This is an optimization exercise on Yosys and OpenROAD, whose aim is small area, a short achievable clock period and few clock cycles per item, not a production implementation.
Function was checked by simulation only, so behaviour that the tests miss may differ from the original.
Power is estimated from default activity; no workload was simulated.

// wdd_top
module wdd_top (
  input  logic        clk_i,
  input  logic        rst_ni,
  input  logic        in_valid_i,
  output logic        in_stall_o,
  input  logic [31:0] in_value_i,
  input  logic        in_last_i,
  output logic        out_valid_o,
  input  logic        out_stall_i,
  output logic        out_match_now_o,
  output logic        out_found_so_far_o,
  output logic        out_array_done_o,
  input  logic        cfg_we_i,
  input  logic [4:0]  cfg_wdata_i
);
  wdd_pkg::wdd_in_t  in_data;
  wdd_pkg::wdd_out_t out_data;
  assign in_data.value     = in_value_i;
  assign in_data.last_item = in_last_i;
  windowed_duplicate_detector u_wdd (
    .clk_i(clk_i), .rst_ni(rst_ni),
    .in_valid_i(in_valid_i), .in_stall_o(in_stall_o), .in_data_i(in_data),
    .out_valid_o(out_valid_o), .out_stall_i(out_stall_i), .out_data_o(out_data),
    .cfg_we_i(cfg_we_i), .cfg_wdata_i(cfg_wdata_i)
  );
  assign out_match_now_o    = out_data.match_now;
  assign out_found_so_far_o = out_data.found_so_far;
  assign out_array_done_o   = out_data.array_done;
endmodule
Settings: LEC_CHECK=0, CAP_MARGIN=5, CORE_MARGIN=2, CORE_UTILIZATION=55, CTS_CLUSTER_DIAMETER=80, CTS_CLUSTER_SIZE=25, PLACE_DENSITY=0.7, SETUP_SLACK_MARGIN=2.1, SLEW_MARGIN=5; clock period 4.0 ns.
standard.sh (not shown) runs the stock make flow with config.mk's settings and CLKGATE_MAP_FILE= SYNTH_SCRIPT=/design/flow/synth_recipe.tcl, a recipe that flattens the netlist after the stock synthesis.
==> flow/flow/run.sh <==
#!/bin/bash
# The standard layout (the standard.sh, unchanged synthesis, floorplan,
# power grid and tap cells), with two placement/repair settings changed:
#  - the port buffers are plain buf_4 cells instead of the delay-buffer cell
#    buffer_ports picks by default (every port still gets its own buffer);
#  - gate sizing may swap a cell for one with a different footprint.
# The full output of the run goes to standard.log in this folder.
set -o pipefail
bash standard.sh \
  BUFFER_PORTS_ARGS="-buffer_cell sky130_fd_sc_hd__buf_4" \
  MATCH_CELL_FOOTPRINT=0 \
  finish > standard.log 2>&1
The starting point produced a clean layout.
Testbench counts at the start, summed over its fixed seeds: cycles 16,795, items 16,384.
==> next run, changes <==
Settings changed: CAP_MARGIN 5 to 20, SETUP_SLACK_MARGIN 2.1 to 2.15, SLEW_MARGIN 5 to 20.
Area after synthesis stays the same.
First-iteration DRC count drops by about 7%.
Via count went down by about 1.1%.
==> next run, changes <==
Settings changed: CORE_UTILIZATION 55 to 60, PLACE_DENSITY 0.7 to 0.75, SETUP_SLACK_MARGIN 2.15 to 2.1.
The changed run went through all stages and came out clean.
Total power barely changes.
Critical path depth stays the same.
Register-to-register slack degrades by 50 ps.
Fmax drops slightly.
Final area drops slightly.
Worst setup slack degrades by 22 ps.
==> next run, changes <==
Settings changed: CORE_UTILIZATION 60 to 40, PLACE_DENSITY 0.75 to not set, SETUP_SLACK_MARGIN 2.1 to 2.0.
Outcome: Critical path depth went up by 5; setup slack gets worse by 24 ps; die area went up by well over a third; cell area went up slightly.

== run 1 ==
wdd_top, a different RTL version from the one above (not shown whole).
For scale: about 560 flip-flops, ~48 I/O pins, about 19000 um^2 of cells after synthesis.
// wdd_top
module wdd_top (
  input  logic        clk_i,
  input  logic        rst_ni,
  input  logic        in_valid_i,
  output logic        in_stall_o,
  input  logic [31:0] in_value_i,
  input  logic        in_last_i,
  output logic        out_valid_o,
  input  logic        out_stall_i,
  output logic        out_match_now_o,
  output logic        out_found_so_far_o,
  output logic        out_array_done_o,
  input  logic        cfg_we_i,
  input  logic [4:0]  cfg_wdata_i
);
export LEC_CHECK = 0
export CAP_MARGIN = 20
export CORE_MARGIN = 2
export CORE_UTILIZATION = 55
export CTS_CLUSTER_DIAMETER = 90
export CTS_CLUSTER_SIZE = 30
export PLACE_DENSITY = 0.7
export SETUP_SLACK_MARGIN = 2.0
export SLEW_MARGIN = 20
create_clock -name core_clock -period 4.0 [get_ports {clk_i}]
==> flow/flow/run.sh <==
#!/bin/bash
# The standard layout (the standard.sh, unchanged synthesis, floorplan,
# power grid and tap cells), with two placement/repair settings changed:
#  - the port buffers are plain buf_2 cells instead of the delay-buffer cell
#    buffer_ports picks by default (every port still gets its own buffer);
#  - gate sizing may swap a cell for one with a different footprint.
# The full output of the run goes to standard.log in this folder.
set -o pipefail
bash standard.sh \
  BUFFER_PORTS_ARGS="-buffer_cell sky130_fd_sc_hd__buf_2" \
  MATCH_CELL_FOOTPRINT=0 \
  finish > standard.log 2>&1
Run 1 went all the way through the flow, and no timing, DRC or antenna check failed.
Testbench counts of run 1, summed over its fixed seeds: cycles 16,795, items 16,384.
Input-level comparison between run 2 and run 1:
- a change of CORE_UTILIZATION from 55 to 40
- a deleted PLACE_DENSITY that had been 0.7
==> flow/flow/run.sh <==
#!/bin/bash
# The standard layout (the standard.sh, unchanged synthesis, floorplan,
# power grid and tap cells), with two placement/repair settings changed:
#  - the port buffers are plain buf_8 cells instead of the delay-buffer cell
#    buffer_ports picks by default (every port still gets its own buffer);
#  - gate sizing may swap a cell for one with a different footprint.
# The full output of the run goes to standard.log in this folder.
set -o pipefail
bash standard.sh \
  BUFFER_PORTS_ARGS="-buffer_cell sky130_fd_sc_hd__buf_8" \
  MATCH_CELL_FOOTPRINT=0 \
  finish > standard.log 2>&1
## What came out
- Run 2 | status: complete | timing, DRC, antenna: pass
- Across both runs, met3 wire length was lower for run 2 than for run 1.
- There was hardly any difference in power in sequential cells between run 1 and run 2.
- Relative to run 1, the power measured on run 2 has increased by a few percent.
- Run 2 vs run 1, startpoint of the most critical setup path: u_wdd.window_k_q[4] vs in_value_i[16]
- The higher relative max-transition margin of run 2 and run 1 is in run 1.
- In the metrics for run 2 and run 1, the one carrying the higher sequential share of layout area is run 1.
- Detailed-routing wirelength on met1 grows by more than 10% when moving from run 1 to run 2.
- Compared to run 1, run 2 leaves more free space in the core.
- Run 2 and run 1 ended up with nearly the same fraction of final layout cells with drive strength greater than 1.
- Measured against each other, run 2 and run 1 differ in minimum period implied by the final worst setup slack, the lower figure coming from run 2.
- In run 2 the setup slack after layout turned out 0.011 ns higher than in run 1.
- Comparing run 2 and run 1, cell area after layout is higher on run 2.
### run 2 -> run 3
==> flow/flow/run.sh <==
#!/bin/bash
# The standard layout (the standard.sh, unchanged synthesis, floorplan,
# power grid and tap cells), with two placement/repair settings changed:
#  - the port buffers are plain buf_2 cells instead of the delay-buffer cell
#    buffer_ports picks by default (every port still gets its own buffer);
#  - gate sizing may swap a cell for one with a different footprint.
# The full output of the run goes to standard.log in this folder.
set -o pipefail
bash standard.sh \
  BUFFER_PORTS_ARGS="-buffer_cell sky130_fd_sc_hd__buf_2" \
  MATCH_CELL_FOOTPRINT=0 \
  finish > standard.log 2>&1
==> summary.txt <==
- Relative to run 2, biggest fanout along the worst timing path increased by 7 in run 3.
- Max non-filler instance count after layout across run 3 and run 2: run 3
- Comparing the two runs side by side, run 3 comes out behind run 2 on setup slack at placement.
- Post-route minimum period: run 3 > run 2
- Looking at proportion of layout cells with a drive suffix above 1, run 3 sits 0.68 points higher than run 2 does.
- Looking only at average routed wire per standard cell, and setting everything else aside, the higher value of run 3 and run 2 goes to run 2.
- NOTE final estimated routing congestion in global placement run 2->run 3 increased by a few percent
- Diff run 2 -> run 3: wire length went down 2.0%, number of global-route vias before repair went up about 0.66%.

## port drivers added, routing unchanged
Ports are ideal in the flow. The routed layouts listed here were re-timed in OpenROAD. Step 1: set_driving_cell puts a clkbuf_16 on clk_i and a buf_2 on each other input, an assumption about the parent block. Step 2 also shifts input and output timing later by t, the mid clock arrival at the registers, as if the neighbouring blocks saw the same clock. Slacks: no drivers / after step 1 / after step 2; pairs: no drivers / after step 1.
| run | t, ns | slack for setup (ns) | hold slack, ns |
|---|---|---|---|
| the first run of note 1 | 0.611 | 2.096 / 2.043 / 1.523 | 0.117 / 0.087 / 0.349 |
| the second run of note 1 | 0.608 | 2.101 / 2.049 / 1.605 | 0.126 / 0.099 / 0.356 |
| the third run of note 1 | 0.631 | 2.079 / 2.027 / 1.541 | 0.106 / 0.078 / 0.354 |
| the fourth run of note 1 | 0.647 | 2.055 / 2.027 / 1.437 | 0.103 / 0.076 / 0.349 |
| run 1 | 0.612 | 2.013 / 1.992 / 1.427 | 0.166 / 0.140 / 0.356 |
| run 2 | 0.634 | 2.024 / 2.016 / 1.505 | 0.020 / 0.020 / 0.361 |
| run 3 | 0.637 | 1.925 / 1.949 / 1.312 | 0.146 / 0.121 / 0.331 |
After both steps every run listed still meets setup and hold. For the fourth run of note 1, which loses most, drivers alone change the setup slack by -0.028 ns; drivers and shift together by -0.618 ns.
